What follows belongs to an exercise in optimizing a design on an open flow for small area, a short achievable clock period and few clock cycles per item; a production flow would make more cautious choices. At most, simulation tests tie the RTL to the original design; equivalence was not proved.

Setup of v10:
Design window_conv_engine, start of the top module:
module window_conv_engine #(
   parameter int PIXEL_WIDTH = 8,
   parameter int WINDOW      = 3,
   parameter int COEF_WIDTH  = 8,
   parameter int SHIFT       = 0,
   parameter int OUT_WIDTH   = 8,
   localparam int NTAPS      = WINDOW * WINDOW,
   localparam int AW         = (NTAPS > 1) ? $clog2(NTAPS) : 1
) (
   input  logic                                           clk,
   input  logic                                           rst_n,
   input  logic                                           win_valid,
   input  logic [WINDOW-1:0][WINDOW-1:0][PIXEL_WIDTH-1:0] window,
   output logic                                           win_ready,
   input  logic                                           coef_we,
   input  logic [AW-1:0]                                  coef_addr,
   input  logic [COEF_WIDTH-1:0]                          coef_data,
   output logic                                           out_valid,
   output logic [OUT_WIDTH-1:0]                           out_pixel,
   input  logic                                           out_ready
);
   localparam int CAP = 6;    
   logic [8:0][7:0] coef_q;
   always_ff @(posedge clk) begin
      for (int t = 0; t < 9; t++) begin
         if (!rst_n)
            coef_q[t] <= '0;
         else if (coef_we && coef_addr == 4'(t))
            coef_q[t] <= coef_data;
      end
   end
   logic [35:0] e_one, e_two, e_neg, e_pos;
   always_comb begin
      for (int t = 0; t < 9; t++) begin
         for (int k = 0; k < 4; k++) begin
            logic b2, b1, b0;
            b2 = coef_q[t][2*k+1];
            b1 = coef_q[t][2*k];
            b0 = (k == 0) ? 1'b0 : coef_q[t][2*k-1];
            e_one[t*4+k] = b1 ^ b0;
            e_two[t*4+k] = (b2 & ~b1 & ~b0) | (~b2 & b1 & b0);
            e_neg[t*4+k] = b2 & ~(b1 & b0);
            e_pos[t*4+k] = ~(b2 & ~(b1 & b0));
         end
      end
   end
   logic [8:0][3:0][7:0] wx;
   logic [8:0][7:0] win_p;
   assign win_p = window;
   always_comb begin
      for (int t = 0; t < 9; t++)
         for (int k = 0; k < 4; k++)
            for (int j = 0; j < 8; j++)
               wx[t][k][j] = win_p[t][j] ^ coef_q[t][2*k+1];
   end
   logic acc, deq;
   logic win_ready_q;
  ...
Size: about 2,100 cells after synthesis, ~430 flip-flops, roughly 99 I/O pins, ~26,000 sq um of cells after synthesis.
export LEC_CHECK = 0
export ABC_AREA = 0
export ABC_CLOCK_PERIOD_IN_PS = 2500
export CAP_MARGIN = 20
export CORE_MARGIN = 2
export CORE_UTILIZATION = 55
export SETUP_SLACK_MARGIN = 3.2
export SLEW_MARGIN = 20
export SYNTH_HIERARCHICAL = 1
export SYNTH_MINIMUM_KEEP_SIZE = 0
create_clock -name core_clock -period 5.5 [get_ports {clk}]
standard.sh (not shown) runs the stock make flow with config.mk's settings and CLKGATE_MAP_FILE= SYNTH_SCRIPT=/design/flow/synth_recipe.tcl, a recipe that flattens the netlist after the stock synthesis.
==> flow/flow/run.sh <==
#!/bin/bash
# Layout flow: the standard synthesis and layout (standard.sh), unchanged except that the
# port buffers that global placement inserts on every input and output are buf_4 cells
# instead of the delay-type buffer ORFS picks by default.
set -euo pipefail
bash standard.sh synth > synth.log 2>&1
BUFFER_PORTS_ARGS="-buffer_cell sky130_fd_sc_hd__buf_4" bash standard.sh finish > layout.log 2>&1
Testbench counts of v10, summed over its fixed seeds: cycles 8,328, items 8,000.
Inputs modified between v10 and v3:
diff --git a/flow/design.v b/flow/design.v
--- a/flow/design.v
+++ b/flow/design.v
@@ -52,15 +52,15 @@
    input  logic                                           coef_we,
    input  logic [AW-1:0]                                  coef_addr,
    input  logic [COEF_WIDTH-1:0]                          coef_data,
    output logic                                           out_valid,
    output logic [OUT_WIDTH-1:0]                           out_pixel,
    input  logic                                           out_ready
 );
-   localparam int CAP = 6;    
+   localparam int CAP = 5;    
    logic [8:0][7:0] coef_q;
    always_ff @(posedge clk) begin
       for (int t = 0; t < 9; t++) begin
          if (!rst_n)
             coef_q[t] <= '0;
          else if (coef_we && coef_addr == 4'(t))
             coef_q[t] <= coef_data;
@@ -91,30 +91,30 @@
                wx[t][k][j] = win_p[t][j] ^ coef_q[t][2*k+1];
    end
    logic acc, deq;
    logic win_ready_q;
    logic out_valid_q;
    logic [7:0] out_pixel_q;
    logic [2:0] occ_q, occ_d;
-   logic [4:1] vld_q;
+   logic [3:1] vld_q;
    assign win_ready = win_ready_q;
    assign out_valid = out_valid_q;
    assign out_pixel = out_pixel_q;
    assign acc = win_valid & win_ready_q;
    assign deq = out_valid_q & out_ready;
    assign occ_d = occ_q + acc - deq;
    always_ff @(posedge clk or negedge rst_n) begin
       if (!rst_n) begin
          occ_q       <= '0;
          win_ready_q <= 1'b0;    
          vld_q       <= '0;
       end else begin
          occ_q       <= occ_d;
          win_ready_q <= (occ_d < CAP);
-         vld_q       <= {vld_q[3:1], acc};
+         vld_q       <= {vld_q[2:1], acc};
       end
    end
    logic q_0_0_0;
    logic q_0_0_1;
    logic q_0_0_2;
    logic q_0_0_3;
    logic q_0_0_4;
@@ -2164,49 +2164,42 @@
       st3[34] <= c742;
       st3[35] <= st2[66];
    end
    assign row_a = {1'b1, st3[34], st3[32], st3[30], st3[28], st3[26], st3[24], st3[22], st3[20], st3[18], st3[16], st3[14], st3[12], st3[10], st3[8], st3[6], st3[4], st3[3], st3[2], st3[0]};
    assign row_b = {1'b0, st3[35], st3[33], st3[31], st3[29], st3[27], st3[25], st3[23], st3[21], st3[19], st3[17], st3[15], st3[13], st3[11], st3[9], st3[7], st3[5], 1'b0, 1'b0, st3[1]};
    assign sum = row_a + row_b;
    logic [7:0] res;
-   logic       neg_q, big_q;
-   logic [7:0] low_q;
-   always_ff @(posedge clk) begin
-      neg_q <= sum[19];
-      big_q <= |sum[18:8];
-      low_q <= sum[7:0];
-   end
-   assign res = neg_q ? 8'd0 : big_q ? 8'hff : low_q;
-   logic [4:0][7:0] qbuf;
-   logic [4:0] wp_q, rp_q;
+   assign res = sum[19] ? 8'd0 : (|sum[18:8]) ? 8'hff : sum[7:0];
+   logic [3:0][7:0] qbuf;
+   logic [3:0] wp_q, rp_q;
    logic [2:0] bcnt_q;
    logic push, pop, head_load, from_buf, to_buf;
    logic [7:0] qhead;
-   assign push      = vld_q[4];
+   assign push      = vld_q[3];
    assign pop       = out_valid_q & out_ready;
    assign head_load = !out_valid_q | pop;
    assign from_buf  = head_load & (bcnt_q != 0);
    assign to_buf    = push & !(head_load & (bcnt_q == 0));
    always_comb begin
       qhead = '0;
-      for (int i = 0; i < 5; i++)
+      for (int i = 0; i < 4; i++)
          if (rp_q[i]) qhead = qhead | qbuf[i];
    end
    always_ff @(posedge clk or negedge rst_n) begin
       if (!rst_n) begin
          out_valid_q <= 1'b0;
-         wp_q        <= 5'd1;
-         rp_q        <= 5'd1;
+         wp_q        <= 4'd1;
+         rp_q        <= 4'd1;
          bcnt_q      <= '0;
       end else begin
          if (head_load) out_valid_q <= (bcnt_q != 0) | push;
-         if (from_buf)  rp_q <= {rp_q[3:0], rp_q[4]};
-         if (to_buf)    wp_q <= {wp_q[3:0], wp_q[4]};
+         if (from_buf)  rp_q <= {rp_q[2:0], rp_q[3]};
+         if (to_buf)    wp_q <= {wp_q[2:0], wp_q[3]};
          bcnt_q <= bcnt_q + to_buf - from_buf;
       end
    end
    always_ff @(posedge clk) begin
       if (head_load) out_pixel_q <= (bcnt_q != 0) ? qhead : res;
-      for (int i = 0; i < 5; i++)
+      for (int i = 0; i < 4; i++)
          if (to_buf && wp_q[i]) qbuf[i] <= res;
    end
 endmodule
==> results.txt <==
Non-filler instance count after layout (v3 over v10): decrease, about 0.8%
Clock-buffer cell count in v3 is about 3.3% above v10.
v3 has clock sink count below what v10 had.
Die area in v3 vs v10: down about 2.3%
Final critical-path required period: v3 > v10
Only the layout flow was run in v3; the RTL was not checked for function there.

==> static timing again, ports no longer ideal <==
In the flow no input, the clock included, has a driving cell. The finished layouts below were timed again as built, in two steps. Step 1 assumes that a clkbuf_16 drives the clock port and a buf_2 every other input. Step 2 also shifts input and output timing later by t, the mid clock arrival at the registers, as if the neighbouring blocks saw the same clock. Slacks: ideal / step 1 / step 2; pairs: ideal / step 1.
run | t (ns) | setup WS [ns] | worst hold slack (ns) | pins driven straight from the clock port
v10 | 0.659 | 3.209 / 3.195 / 2.578 | 0.327 / 0.327 / 0.327 | 1
v3 | 0.653 | 2.675 / 2.675 / 2.507 | 0.326 / 0.326 / 0.326 | 1
After both steps every run listed still meets setup and hold. The setup slack of v10, which loses most, moves by -0.014 ns with the drivers and by -0.631 ns with both steps.
